Context: an optimization exercise on an open-source flow, tuned for small area. The choices shown serve that exercise and are no tape-out recipe.
No run shown here included a check of the RTL's function; only the layout flow was run.

==> design.v <==
module featuremap_streamer #(
  parameter int DATA_WIDTH = 24,
  parameter int IMG_W      = 12,
  parameter int IMG_H      = 12
) (
  input  logic                  clk,
  input  logic                  rst,
  input  logic                  wr_en,
  input  logic [DATA_WIDTH-1:0] wr_data,
  input  logic                  clr,
  input  logic                  start,
  output logic [DATA_WIDTH-1:0] data_out,
  output logic                  valid_out,
  output logic                  done,
  output logic                  busy,
  output logic                  frame_ready,
  output logic                  err
);
  localparam int N = IMG_W * IMG_H;
  localparam int PW = IMG_W + 4;
  localparam int PH = IMG_H + 4;
  localparam int BEATS = PW * PH;
  localparam int CNTW  = $clog2(BEATS);
  localparam int CW    = $clog2(PW);
  localparam logic [CNTW-1:0] CNT0 = CNTW'((1 << CNTW) - N);
  logic [CNTW-1:0]         cnt_q;
  logic                    busy_q;
  logic                    lead_q;    
  logic                    valid_q;
  logic                    err_q;
  logic [N*DATA_WIDTH-1:0] sr_q;
  logic                    idle;
  logic                    full;
  logic                    we;
  logic                    last;
  logic                    go;
  logic                    interior;
  logic                    shift;
  logic                    rot;
  logic [DATA_WIDTH-1:0]   tail;
  logic [DATA_WIDTH-1:0]   head;
  assign idle     = !busy_q;
  assign full     = (cnt_q == '0);
  assign we       = idle && !clr && wr_en && !full;
  assign last     = (cnt_q == {CNTW{1'b1}});
  assign go       = idle && start && full && !clr;
  logic [CNTW-CW-1:0] row;
  logic [CW-1:0]      col;
  assign row      = cnt_q[CNTW-1:CW];
  assign col      = cnt_q[CW-1:0];
  assign interior = (row >= (CNTW-CW)'(2)) && (row < (CNTW-CW)'(IMG_H + 2)) &&
                    (col >= CW'(2)) && (col < CW'(IMG_W + 2));
  assign tail  = sr_q[N*DATA_WIDTH-1 -: DATA_WIDTH];
  assign rot   = valid_q && interior;
  assign head  = data_out | (wr_data & {DATA_WIDTH{idle}});
  assign shift = we || rot;
  always_ff @(posedge clk) begin
    if (shift) sr_q <= {sr_q[(N-1)*DATA_WIDTH-1:0], head};
  end
  always_ff @(posedge clk or posedge rst) begin
    if (rst) begin
      cnt_q   <= CNT0;
      busy_q  <= 1'b0;
      lead_q  <= 1'b0;
      valid_q <= 1'b0;
      err_q   <= 1'b0;
    end else begin
      lead_q <= go;
      if (idle && clr) begin
        cnt_q <= CNT0;
        err_q <= 1'b0;
      end else begin
        if (we || valid_q) cnt_q <= cnt_q + CNTW'(1);
        if (wr_en && (busy_q || full)) err_q <= 1'b1;
      end
      if (go) busy_q <= 1'b1;
      else if (valid_q && last) busy_q <= 1'b0;
      if (valid_q) begin
        if (last) valid_q <= 1'b0;
      end else if (busy_q && !lead_q) begin
        valid_q <= 1'b1;
      end
    end
  end
  assign data_out    = rot ? tail : '0;
  assign valid_out   = valid_q;
  assign done        = valid_q && last;
  assign busy        = busy_q;
  assign frame_ready = busy_q || full;
  assign err         = err_q;
endmodule
==> flow/run.sh <==
#!/bin/bash
# Standard layout, except: the enable net of the frame register gets a one-level buffer tree
# (flow/enable_tree.tcl, run after the placement resize), the clock tree is built without dummy
# loads from clkbuf_8 clusters, and the port buffers use the smallest buffer cell.
set -euo pipefail
here=$(pwd)
bash standard.sh \
  'CTS_ARGS=-sink_clustering_enable -repair_clock_nets -dont_use_dummy_load -buf_list sky130_fd_sc_hd__clkbuf_8 -sink_clustering_size 20 -sink_clustering_max_diameter 80' \
  'BUFFER_PORTS_ARGS=-buffer_cell sky130_fd_sc_hd__buf_1' \
  "POST_RESIZE_TCL=$here/flow/enable_tree.tcl" \
  finish > standard.log 2>&1
==> flow/enable_tree.tcl <==
# Rebuild the buffer tree on the flip-flop enable net as one level of K buffers, each driving the
# enable pins of one cluster of flip-flops, in place of the deeper tree repair_design builds.
proc et_is_buffer { inst } {
  set m [[$inst getMaster] getName]
  return [regexp {^sky130_fd_sc_hd__(buf|clkbuf)_[0-9]+$} $m]
}
set et_k 16
set et_cell sky130_fd_sc_hd__buf_16
set block [ord::get_db_block]
# The enable pins: DE of every enable flip-flop.
set de_pins {}
foreach inst [$block getInsts] {
  if { [[$inst getMaster] getName] eq "sky130_fd_sc_hd__edfxtp_1" } {
    lappend de_pins [$inst findITerm DE]
  }
}
puts "enable_tree: [llength $de_pins] enable pins"
# Walk back from each enable pin through buffers to the net driven by logic.
set bufs [dict create]
set roots [dict create]
foreach it $de_pins {
  set net [$it getNet]
  while { 1 } {
    set drv ""
    foreach t [$net getITerms] { if { [$t isOutputSignal] } { set drv $t } }
    if { $drv eq "" } { break }
    set di [$drv getInst]
    if { ![et_is_buffer $di] } { break }
    dict set bufs [$di getName] 1
    set net [[$di findITerm A] getNet]
  }
  dict set roots [$net getName] 1
}
puts "enable_tree: roots [dict keys $roots], [dict size $bufs] buffers"
if { [dict size $roots] == 1 && [dict size $bufs] > 0 } {
  remove_buffers {*}[dict keys $bufs]
  set root [lindex [dict keys $roots] 0]
  # Cluster the pins on the root net: sort by y into bands, then each band by x.
  set pts {}
  foreach it $de_pins {
    set inst [$it getInst]
    set bb [$inst getBBox]
    lappend pts [list [expr {([$bb xMin] + [$bb xMax]) / 2}] [expr {([$bb yMin] + [$bb yMax]) / 2}] [$inst getName]]
  }
  set n [llength $pts]
  set nb [expr { int(sqrt($et_k)) }]
  set nx [expr { $et_k / $nb }]
  set pts [lsort -integer -index 1 $pts]
  set per_band [expr { ($n + $nb - 1) / $nb }]
  set idx 0
  for { set b 0 } { $b < $nb } { incr b } {
    set band [lsort -integer -index 0 [lrange $pts [expr {$b * $per_band}] [expr {($b + 1) * $per_band - 1}]]]
    set m [llength $band]
    set per [expr { ($m + $nx - 1) / $nx }]
    for { set c 0 } { $c < $nx } { incr c } {
      set grp [lrange $band [expr {$c * $per}] [expr {($c + 1) * $per - 1}]]
      if { [llength $grp] == 0 } { continue }
      set sx 0; set sy 0; set pins {}
      foreach p $grp {
        set sx [expr {$sx + [lindex $p 0]}]
        set sy [expr {$sy + [lindex $p 1]}]
        lappend pins [get_pins "[lindex $p 2]/DE"]
      }
      set dbu [$block getDbUnitsPerMicron]
      set cx [expr {double($sx) / [llength $grp] / $dbu}]
      set cy [expr {double($sy) / [llength $grp] / $dbu}]
      insert_buffer -buffer_cell $et_cell -net [get_nets $root] -load_pins $pins \
        -location [list $cx $cy] -buffer_name "enbuf_$idx" -net_name "enbuf_net_$idx"
      incr idx
    }
  }
  puts "enable_tree: inserted $idx $et_cell buffers on $root"
  estimate_parasitics -placement
  repair_design -verbose
}
==> standard.sh <==
#!/bin/bash
# synth_recipe.tcl (not shown) runs the flow's synth.tcl, then flattens the netlist and writes it again
# the make line also repeats each setting of config.mk as NAME=value (left out here)
make -C /OpenROAD-flow-scripts/flow DESIGN_CONFIG=/design/flow/config.mk WORK_HOME=/design/flow/orfs CLKGATE_MAP_FILE= SYNTH_SCRIPT=/design/flow/synth_recipe.tcl "${@:-finish}"
==> config.mk <==
export PLATFORM = sky130hd
export DESIGN_NAME = featuremap_streamer
export DESIGN_NICKNAME = featuremap_streamer
export VERILOG_FILES = /design/flow/design.v
export SDC_FILE = /design/flow/constraint.sdc
export NUM_CORES = 4
export LEC_CHECK = 0
export CAP_MARGIN = 20
export CORE_MARGIN = 2
export CORE_UTILIZATION = 45
export PLACE_DENSITY = 0.6
export SLEW_MARGIN = 20
==> constraint.sdc <==
create_clock -name core_clock -period 5.0 [get_ports {clk}]
set_input_delay 1.0000 -clock core_clock [delete_from_list [all_inputs] [get_ports {clk}]]
set_output_delay 1.0000 -clock core_clock [all_outputs]
set_load 0.01 [all_outputs]
==> impl_metrics.toml, run 1 <==
[drt]
wl_per_cell_um = 17.91
vias_per_cell = 4.794
drc_errors = 0
drt_iter0_markers = 4013
wl_met3_um = 4528
ant_nets = 0
wl_met2_um = 49780
vias = 33070
dr.pass1.iters = 5
routed_wl_um = 123600
routedLengthMet1_um = 65860
top_layer = "met4"

[synth]
netlist-cell-type-count = 37
synth_top_flop_cell = "edfxtp_1"
ys_seq_area_share_pct = 99.18
synth.avg_cell_area_um2 = 29.23
ys_warn_count = 1
ys_ff_latch = 3468
synthesis.nets = 3623
postSynthCellCount = 3591
syn-cell-area_mm2 = 0.1049
synth_edf_count = 3456
async_flop_share_pct = 0.3460

[clock_tree]
postCtsResizedCells = 0
htreeDepth = 4
clk_pin_slew_ns = 0.11
clock_path_buffers = 3
hold_buffers = 1
cts_root_buf = "clkbuf_8"
cts_sinks = 3468
clock_latency_ns = 0.97
cts_setup_buffers = 0
numCtsBuffers = 194
cts_tree = "done"

[finish]
fin_util_pct = 48.27
nFillCells = 18000
area_growth_pct = 6.841
fin_cells = 6898
stdcell_area_mm2 = 0.1121
drive_gt1_share_pct = 5.969
final_nets = 3887

[timing]
slew_viol_final = 0
max_freq_mhz = 245.2
period_minus_slack_ns = 4.078
finClkSkew_ns = 0.1358
finalWorstSetupSlack_ns = 0.9221
rsz0062_at_grt = "false"
finalHoldViolations = 0
hold_slack_ns = 0.2914
setup_violations = 0
tns_ns = 0
maxSlewHeadroom_pct = 27.28
timing.final.crit_share_pct = 81.56
tightest_slew_ns = 1.091

[setup_path]
critPathRequiredTime_ns = 4.00
regToRegStartpoint = "cnt_q[1]"
cp_max_fo = 48
critPathKind = "reg2out"
rrSetupSlack_ns = 1.45
crit_arrival_ns = 3.08
reg2reg_to = "sr_q[3151]"
rr_worst_depth = 6
endpoint_kind = "output pin"
start_kind = "register"

[worst_hold_path]
worstHoldPathCells = 2
min_to = "lead_q"
hold_start = "start"
hold_class = "in2reg"

[global_route]
grt_pass1_wl_um = 186500
grt_pass1_vias = 31240
grt.overflow.total = 0
grt.total_usage_pct = 10.06
antenna_found_initial = 4
grt_max_degree = 217

[floorplan]
core_area_mm2 = 0.2323
num_rows = 177
die-area_mm2 = 0.2371
die_y_um = 486.9
ios = 58
start_util_pct = 45.18
die_w_um = 486.9

[placed_design]
dpl_worst_slack_ns = 0.8984
port_buffers = 57
place_inst = 6700
dp_hpwl_um = 52410
gp_congestion = 0.7262
dpl-instance-area_mm2 = 0.1094

[status]
outcome = "complete, no violations"

[job]
max-cap-violations = 0
cell type report:
| type | count | area, um^2 | share of cell area (%) |
|---|---|---|---|
| Sequential cell | 3468 | 104100 | 92.83 |
| Tap cell | 3043 | 3807 | 3.396 |
| Clock buffer | 194 | 2670 | 2.381 |
| Multi-Input combinational cell | 109 | 835.8 | 0.7454 |
| Timing Repair Buffer | 77 | 706.9 | 0.6305 |
| Inverter | 5 | 18.77 | 0.01674 |
| Antenna cell | 2 | 5.005 | 0.004463 |
cells by family after synthesis:
group,after synthesis,synth area share [%]
buffers and inverters,14,0.05484
multiplexers,4,0.03815
flip-flops,3468,99.18
AO/OA/AOI/OAI,41,0.3338
AND/OR/NAND/NOR,61,0.3612
adder cells (fa/ha/maj),3,0.03577
worst max-delay path by stage:
stage / startpoint / to
2_1_floorplan: clr / sr_q[0]
3_3_place_gp: clr / sr_q[270]
3_5_place_dp: clr / sr_q[531]
4_1_cts: cnt_q[0] / data_out[12]
5_1_grt: cnt_q[0] / data_out[10]
6_report: cnt_q[0] / data_out[10]
worst max-delay path, cell delays in order (launching register included):
cell	delay, ns
dfrtp_1	0.44
inv_1	0.18
ha_1	0.18
nor4_1	0.05
a31oi_1	0.14
and4b_2	0.26
buf_4	0.45
and2_1	0.21
buf_1	0.16
layout by cell type (no fill, tap or decap), types with 4 or more instances in the layout:
| cell | count |
|---|---|
| edfxtp_1 | 3456 |
| clkbuf_8 | 194 |
| buf_1 | 57 |
| and2_1 | 24 |
| a22o_1 | 24 |
| buf_16 | 17 |
| dfrtp_1 | 9 |
| nand2_1 | 6 |
| nand3_1 | 6 |
| mux2i_1 | 4 |
| nor2_1 | 4 |
| inv_1 | 4 |
Yosys cell counts, drive strengths merged (4+ instances only):
cell type  number  area, um^2
mux2i           4       40.04
nor2            4       15.01
nand2           6       22.52
nand3           6       30.03
edfxtp       3456      103800
dfrtp           9       225.2
or2             4       25.02
clkbuf          5       18.77
and2           24       150.1
buf             4       20.02
inv             4       15.01
a22o           24       210.2
state kept, by name (all words and copies together) (netlist names):
name / count
sr_q: 3456
cnt_q: 8
busy_q: 1
err_q: 1
lead_q: 1
valid_q: 1
metal layers:
layer | vias to the layer above | track usage (%)
met4 | 0 | 3.547
met3 | 225 | 2.073
li1 | 14900 | -
met2 | 395 | 12.87
met1 | 17550 | 16.87
met5 | - | 0
==> inputs of run 2 (changes only) <==
--- a/config.mk
+++ b/config.mk
@@ -5,6 +5,7 @@
 export SDC_FILE = /design/flow/constraint.sdc
 export NUM_CORES = 4
 export LEC_CHECK = 0
+export ABC_CLOCK_PERIOD_IN_PS = 20000
 export CAP_MARGIN = 20
 export CORE_MARGIN = 2
 export CORE_UTILIZATION = 45
==> impl_metrics.toml, run 2 <==
[setup_path]
cp_max_fo = 48
endpoint_kind = "output pin"
crit_buf_inv = 3
rrSetupSlack_ns = 1.45
crit_slowest_cell = "buf_4"
crit_path_max_incr_delay_ns = 0.45
start_kind = "register"
critPathRequiredTime_ns = 4.00
crit_arrival_ns = 3.08
path_delay_family = "buffers and inverters"
critPathKind = "reg2out"
critical_path.cell_chain = "inv_1 > ha_1 > nor4_1 > a31oi_1 > and4b_2 > buf_4 > and2_1 > buf_1"

[global_route]
grt.total_usage_pct = 10.06
grt_pass1_vias = 31240
grt_pass1_wl_um = 186500
grt_max_degree = 217
antenna_found_initial = 4
grt.overflow.total = 0

[timing]
tns_ns = 0
tightest_slew_ns = 1.091
slew_viol_final = 0
max_freq_mhz = 245.2
finalHoldViolations = 0
period_minus_slack_ns = 4.078
setup_violations = 0
hold_slack_ns = 0.2914
timing.final.crit_share_pct = 81.56
rsz0062_at_grt = "false"
maxSlewHeadroom_pct = 27.28
finClkSkew_ns = 0.1358

[synth]
ys_seq_area_share_pct = 99.18
netlist-cell-type-count = 37
ys_ff_latch = 3468
postSynthCellCount = 3591
synth_common_cells = "edfxtp_1 (3,456), a22o_1 (24), and2_1 (24)"
synth_area_leaders = "edfxtp_1 (99%), dfrtp_1 (0.21%), a22o_1 (0.20%)"
ys_warn_count = 1
yosysTopAreaCell = "edfxtp_1"
syn-cell-area_mm2 = 0.1049
synth_edf_count = 3456
synthesis.nets = 3623
async_flop_share_pct = 0.3460
synth_top_flop_cell = "edfxtp_1"
post-synth-top-count-cell = "edfxtp_1"
netlist.area_leader.share_pct = 98.89
synth.avg_cell_area_um2 = 29.23

[floorplan]
die-area_mm2 = 0.2371
num_rows = 177
ios = 58
start_util_pct = 45.18
die_w_um = 486.9
die_y_um = 486.9
core_area_mm2 = 0.2323

[placed_design]
dp_hpwl_um = 52410
gp_congestion = 0.7262
port_buffers = 57
dpl-instance-area_mm2 = 0.1094

[finish]
largest_reg_flops = 3456
stdcell_area_mm2 = 0.1121
reg_top3 = "sr_q x3456, cnt_q x8"
layout_common_cells = "edfxtp_1 (3,456), clkbuf_8 (194), buf_1 (57)"
nFillCells = 18000
fin_util_pct = 48.27
drive_gt1_share_pct = 5.969
regMostFlops = "sr_q"
area_growth_pct = 6.841
final_common_cell = "edfxtp_1"
final_nets = 3887

[clock_tree]
clock_path_buffers = 3
postCtsResizedCells = 0
numCtsBuffers = 194
htreeDepth = 4
cts_sinks = 3468
cts_root_buf = "clkbuf_8"
clk_pin_slew_ns = 0.11
clock_latency_ns = 0.97
cts_tree = "done"

[drt]
routed_wl_um = 123600
vias = 33070
wl_per_cell_um = 17.91
dr.pass1.iters = 5
ant_nets = 0
vias_per_cell = 4.794
drc_errors = 0
drt_iter0_markers = 4013

[worst_hold_path]
hold_class = "in2reg"

[job]
max-cap-violations = 0

[status]
outcome = "complete, no violations"
[run 2: per-stage QoR]
step / setup WS, ns / std cells
4_1_cts: 0.7464 / 6895
5_1_grt: 0.6576 / 6897
3_3_place_gp: 1.354 / 6788
6_report: 0.9221 / 6898
2_1_floorplan: -21.99 / 3591
3_5_place_dp: 0.8984 / 6700
[run 2: cells by family after synthesis]
logic type | after synthesis | synth area share, %
adders and majority gates | 3 | 0.03577
AOI/OAI and AO/OA | 41 | 0.3338
buffers and inverters | 14 | 0.05484
DFF | 3468 | 99.18
muxes | 4 | 0.03815
and+or+nand+nor | 61 | 0.3612
[run 2: timing repair]
item | CTS | global route
hold buffers | 1 | 0
hold endpoints to repair | 9 | 0
setup buffers | 0 | 0
setup endpoints to repair | 0 | 0
[run 2: path summary, 6_finish.rpt]
check / from / to / depth (start not counted)
max: cnt_q[0] / data_out[10] / 8
min: start / lead_q / 2
max reg2reg: cnt_q[1] / sr_q[3151] / 6
min reg2reg: sr_q[3347] / sr_q[3371] / 0
max in group asynchronous: rst / cnt_q[6] / 3
min in group asynchronous: rst / cnt_q[1] / 3
[run 2: metal layers]
metal  global-route usage (%)  part of all wire [%]  vias up
li1                         -                     -    14900
met1                    16.87                    53    17550
met2                    12.87                    40      395
met3                    2.073                   3.7      225
met4                    3.547                   2.7        0
met5                        0                     0        -
[run 2: area by class of cell]
class / instances / area (um^2) / area share [%]
tap: 3043 / 3807 / 3.396
antenna: 2 / 5.005 / 0.004463
multi-input combinational: 109 / 835.8 / 0.7454
sequential: 3468 / 104100 / 92.83
timing repair buffer: 77 / 706.9 / 0.6305
inverter: 5 / 18.77 / 0.01674
clock buffer: 194 / 2670 / 2.381

what the ideal ports hide:
Ports are ideal in the flow. The routed layouts listed here were re-timed in OpenROAD. Step 1: set_driving_cell puts a clkbuf_16 on clk and a buf_2 on each other input, an assumption about the parent block. Step 2 adds t to the input delays and takes it off the output delays; t is the mean of the earliest and latest rising clock arrival at the registers after step 1. Input paths then give back, and output paths get back, about the clock's delay inside the block. Three values: no drivers, after step 1, after step 2; two values: the first two.
| run | t, ns | setup WS [ns] | slew at the worst register clock pin (ns) |
|---|---|---|---|
| run 1 | 0.982 | 0.922 / 0.846 / 1.118 | 0.12 / 0.12 |
| run 2 | 0.982 | 0.922 / 0.846 / 1.118 | 0.12 / 0.12 |
After both steps every run listed still meets setup and hold.
